This design comes from an exercise in tuning for small area and few clock cycles per item on the open sky130 flow, not from production work.
The RTL was checked by simulation tests, not by an equivalence proof against the original design.

==> flow/design.v (excerpt) <==
module fp_mul_pipe #(
  parameter int EXP_W = 8,
  parameter int MAN_W = 23,
  parameter int TAG_W = 4
) (
  input  logic                           clk,
  input  logic                           rst_n,
  input  logic                           in_valid,
  output logic                           in_ready,
  input  logic [EXP_W+MAN_W:0]           in_a,
  input  logic [EXP_W+MAN_W:0]           in_b,
  input  logic [TAG_W-1:0]               in_tag,
  output logic                           out_valid,
  input  logic                           out_ready,
  output logic [EXP_W+MAN_W:0]           out_y,
  output logic [TAG_W-1:0]               out_tag,
  output logic [3:0]                     out_flags
);
Size: about 1,700 cells after synthesis, roughly 110 I/O pins, roughly 16,000 um^2 of cells after synthesis.
Settings: LEC_CHECK=0, ABC_AREA=1, CAP_MARGIN=20, CORE_MARGIN=2, CORE_UTILIZATION=40, PLACE_DENSITY=0.8, SLEW_MARGIN=20, SYNTH_HIERARCHICAL=1; clock period 7.5 ns.
standard.sh (not shown) runs the stock make flow with config.mk's settings and CLKGATE_MAP_FILE= SYNTH_SCRIPT=/design/flow/synth_recipe.tcl, a recipe that flattens the netlist after the stock synthesis.
==> flow/flow/run.sh <==
#!/bin/bash
# Own flow: the standard layout (standard.sh) with three changes:
# - after the standard synthesis (run unchanged), the combinational cells of
#   its netlist are mapped again by ABC (flow/remap.ys.in): the logic from
#   the register to the outputs, which has time to spare, for area
#   (flow/remap_area.abc), the rest with the standard script run twice
#   (flow/remap.abc);
#   the flip-flops (same names and cell types) and the full/half adder cells
#   are kept exactly as the standard synthesis made them;
# - the input and output ports are buffered with the smallest buffer cell
#   (sky130_fd_sc_hd__buf_1) instead of the cell buffer_ports picks by
#   default; repair may still resize them where timing or slew needs it.
# Each tool's output goes to a log file of its own in this folder.
set -euo pipefail
export BUFFER_PORTS_ARGS="-buffer_cell sky130_fd_sc_hd__buf_1"
R="$PWD/orfs/results/sky130hd/fp_mul_pipe/base"
LIB="$FLOW_HOME/platforms/sky130hd/lib/sky130_fd_sc_hd__tt_025C_1v80.lib"
bash standard.sh synth > standard_synth.log 2>&1
cp "$R/1_2_yosys.v" "$PWD/standard_netlist.v"
sed -e "s#@LIB@#$LIB#g" -e "s#@NETLIST@#$PWD/standard_netlist.v#" \
    -e "s#@OUT@#$PWD/remapped_netlist.v#" flow/remap.ys.in > remap.ys
"${YOSYS_EXE:-$FLOW_HOME/../tools/install/yosys/bin/yosys}" -q -l remap.log remap.ys > remap_stdout.log 2>&1
cp "$PWD/remapped_netlist.v" "$R/1_2_yosys.v"
touch "$R/1_2_yosys.v"
bash standard.sh finish > standard_flow.log 2>&1
Other scripts of this flow, unchanged in this note and not shown: flow/flow/remap.abc, flow/flow/remap.ys.in, flow/flow/remap_area.abc
The baseline went through all stages and came out clean.
Testbench counts at the start, summed over its fixed seeds: cycles 24,008, items 24,000.
Next try:
Settings changed: CORE_UTILIZATION 40 to 45, PLACE_DENSITY 0.8 to 0.85.
Outcome: Clock-buffer cell count is unchanged; global-route usage climbs by 3.4 points; clock skew drops by 4.6 ps; worst setup slack got worse by 71 ps; via count climbs by 1.8%.

job 101:
Starting RTL as in the previous note.
==> flow/design.v (excerpt) <==
module fp_mul_pipe #(
  parameter int EXP_W = 8,
  parameter int MAN_W = 23,
  parameter int TAG_W = 4
) (
  input  logic                           clk,
  input  logic                           rst_n,
  input  logic                           in_valid,
  output logic                           in_ready,
  input  logic [EXP_W+MAN_W:0]           in_a,
  input  logic [EXP_W+MAN_W:0]           in_b,
  input  logic [TAG_W-1:0]               in_tag,
  output logic                           out_valid,
  input  logic                           out_ready,
  output logic [EXP_W+MAN_W:0]           out_y,
  output logic [TAG_W-1:0]               out_tag,
  output logic [3:0]                     out_flags
);
  logic adv;
  assign adv = !out_valid | out_ready;
  assign in_ready = adv;
  logic [7:0]  ea, eb;
  logic [22:0] ma, mb;
  logic        za, zb, ia, ib, na, nb, sna, snb;
  assign ea = in_a[30:23];
  assign eb = in_b[30:23];
  assign ma = in_a[22:0];
  assign mb = in_b[22:0];
  assign za  = (ea == 8'd0);
  assign zb  = (eb == 8'd0);
  assign ia  = (&ea) & (ma == 23'd0);
  assign ib  = (&eb) & (mb == 23'd0);
  ...
==> flow/config.mk <==
export PLATFORM = sky130hd
export DESIGN_NAME = fp_mul_pipe
export DESIGN_NICKNAME = fp_mul_pipe
export VERILOG_FILES = /design/flow/design.v
export SDC_FILE = /design/flow/constraint.sdc
export NUM_CORES = 4
export LEC_CHECK = 0
export ABC_AREA = 1
export CAP_MARGIN = 20
export CORE_MARGIN = 2
export CORE_UTILIZATION = 40
export PLACE_DENSITY = 0.9
export SLEW_MARGIN = 20
export SYNTH_HIERARCHICAL = 1
==> flow/constraint.sdc <==
create_clock -name core_clock -period 7.5 [get_ports {clk}]
set_input_delay 1.5000 -clock core_clock [delete_from_list [all_inputs] [get_ports {clk}]]
set_output_delay 1.5000 -clock core_clock [all_outputs]
set_load 0.01 [all_outputs]
==> flow/flow/run.sh <==
#!/bin/bash
# Own flow: the standard layout (standard.sh, which runs the standard
# synthesis unchanged and ORFS from floorplan to finish), except that the
# input and output ports are buffered with the smallest buffer cell
# (sky130_fd_sc_hd__buf_1) instead of the cell buffer_ports picks by default.
# Repair may still resize these buffers where timing or slew needs it.
set -euo pipefail
export BUFFER_PORTS_ARGS="-buffer_cell sky130_fd_sc_hd__buf_1"
bash standard.sh finish > standard_flow.log 2>&1
Testbench counts of job 101, summed over its fixed seeds: cycles 24,008, items 24,000.
## Diff of input files: job 102 against job 101
- changing PLACE_DENSITY from 0.9 to 0.8
- changing CORE_UTILIZATION from 40 to 50
[summary]
Result for job 101 and job 102: all clean
Between job 101 and job 102, the post-route clock skew figures differ only marginally.
Going from job 101 to job 102, fraction of final layout cells with drive strength greater than 1 increased 1.3 points; fraction of the core area covered by cells at the end of the flow increased 11 points.
Fmax: job 102 vs job 101, no meaningful difference
There was hardly any difference in sequential share of layout area between job 102 and job 101.
Compared with job 101, job 102 shows non-clock buffer count in the final layout higher by 18.
The inputs of job 103 differ from those of job 102 as listed below.
- putting CTS_BUF_LIST at sky130_fd_sc_hd__clkbuf_8 where nothing was set
- swapping 0.8 for 0.9 in PLACE_DENSITY
- swapping 50 for 40 in CORE_UTILIZATION
Notes after the runs:
- Met1 layer wirelength in the final routing: job 103 vs job 102 — no meaningful difference
- In job 103, number of nets at the end of the flow is lower than in job 102.
- Per the comparison of job 103 with job 102, number of cells on the critical path went down; final worst setup slack shows no meaningful change; wire length of the first global-routing pass shows a reduction of about 0.7%; wire length picked up an extra about 0.65%.
- Job 102 vs job 103, timing startpoint of the critical path: in_b[1] vs in_b[11]
- Compared with job 102, job 103 instantiates a larger number of standard cells.
- Sequential share of layout area: job 103 vs job 102 — no meaningful difference
- On register-to-register path setup slack, job 103 and job 102 are basically level.
- Compared to job 102, job 103 was floorplanned on a bigger die.
## Diff of input files: job 104 against job 103
- CTS_BUF_LIST: sky130_fd_sc_hd__clkbuf_8 -> unset
- PLACE_DENSITY: 0.9 -> 0.8
==> results.txt <==
- Delta (job 104 minus job 103): placer's final routability congestion estimate now sits lower; worst-case hold slack higher.
- Job 104: all stages complete, timing, DRC and antenna checks passed
- When the final numbers for job 104 and job 103 were put side by side, the area share of buffers outside the clock network turned out to be smaller in job 104.
- Job 103 -> job 104: design area flat
- Job 103 -> job 104: I/O pin count delta 0, exact match
- Taking job 103 as the reference, in job 104 non-clock buffer count down about 4%, share of the clock period used by the worst path after layout flat.

separate check: timing with driven ports:
The flow's constraints put no driver on any port. The routed layouts listed below were extracted and timed again, unchanged, in two steps.
Step 1 (the two cells are an assumption about what drives the block):
set clk [get_ports {clk}]
set_driving_cell -lib_cell sky130_fd_sc_hd__clkbuf_16 $clk
set_driving_cell -lib_cell sky130_fd_sc_hd__buf_2 [delete_from_list [all_inputs] $clk]
Step 2 times the ports against the registers' clock, not the clock port: input delays grow and output delays shrink by t, the midpoint of the rising clock arrivals with the driver on.
Three values: ideal, step 1, step 2; two values: the first two.
run | t (ns) | setup slack, ns | worst hold slack (ns) | slew at the worst register clock pin (ns)
the first run of note 1 | 0.327 | 0.255 / 0.235 / -0.092 | 0.957 / 0.945 / 0.957 | 0.07 / 0.07
the second run of note 1 | 0.336 | 0.185 / 0.186 / -0.150 | 0.973 / 0.952 / 1.027 | 0.07 / 0.07
job 101 | 0.324 | 0.243 / 0.256 / -0.067 | 0.970 / 0.955 / 1.147 | 0.06 / 0.06
job 102 | 0.312 | 0.256 / 0.266 / -0.046 | 0.969 / 0.963 / 1.152 | 0.06 / 0.06
job 103 | 0.330 | 0.256 / 0.256 / -0.074 | 0.952 / 0.942 / 1.149 | 0.08 / 0.08
job 104 | 0.317 | 0.248 / 0.150 / -0.166 | 0.966 / 0.956 / 1.154 | 0.06 / 0.06
With both steps, setup timing fails in every run listed, where it was met with ideal ports. The setup slack of job 104, which loses most, moves by -0.098 ns with the drivers and by -0.414 ns with both steps.
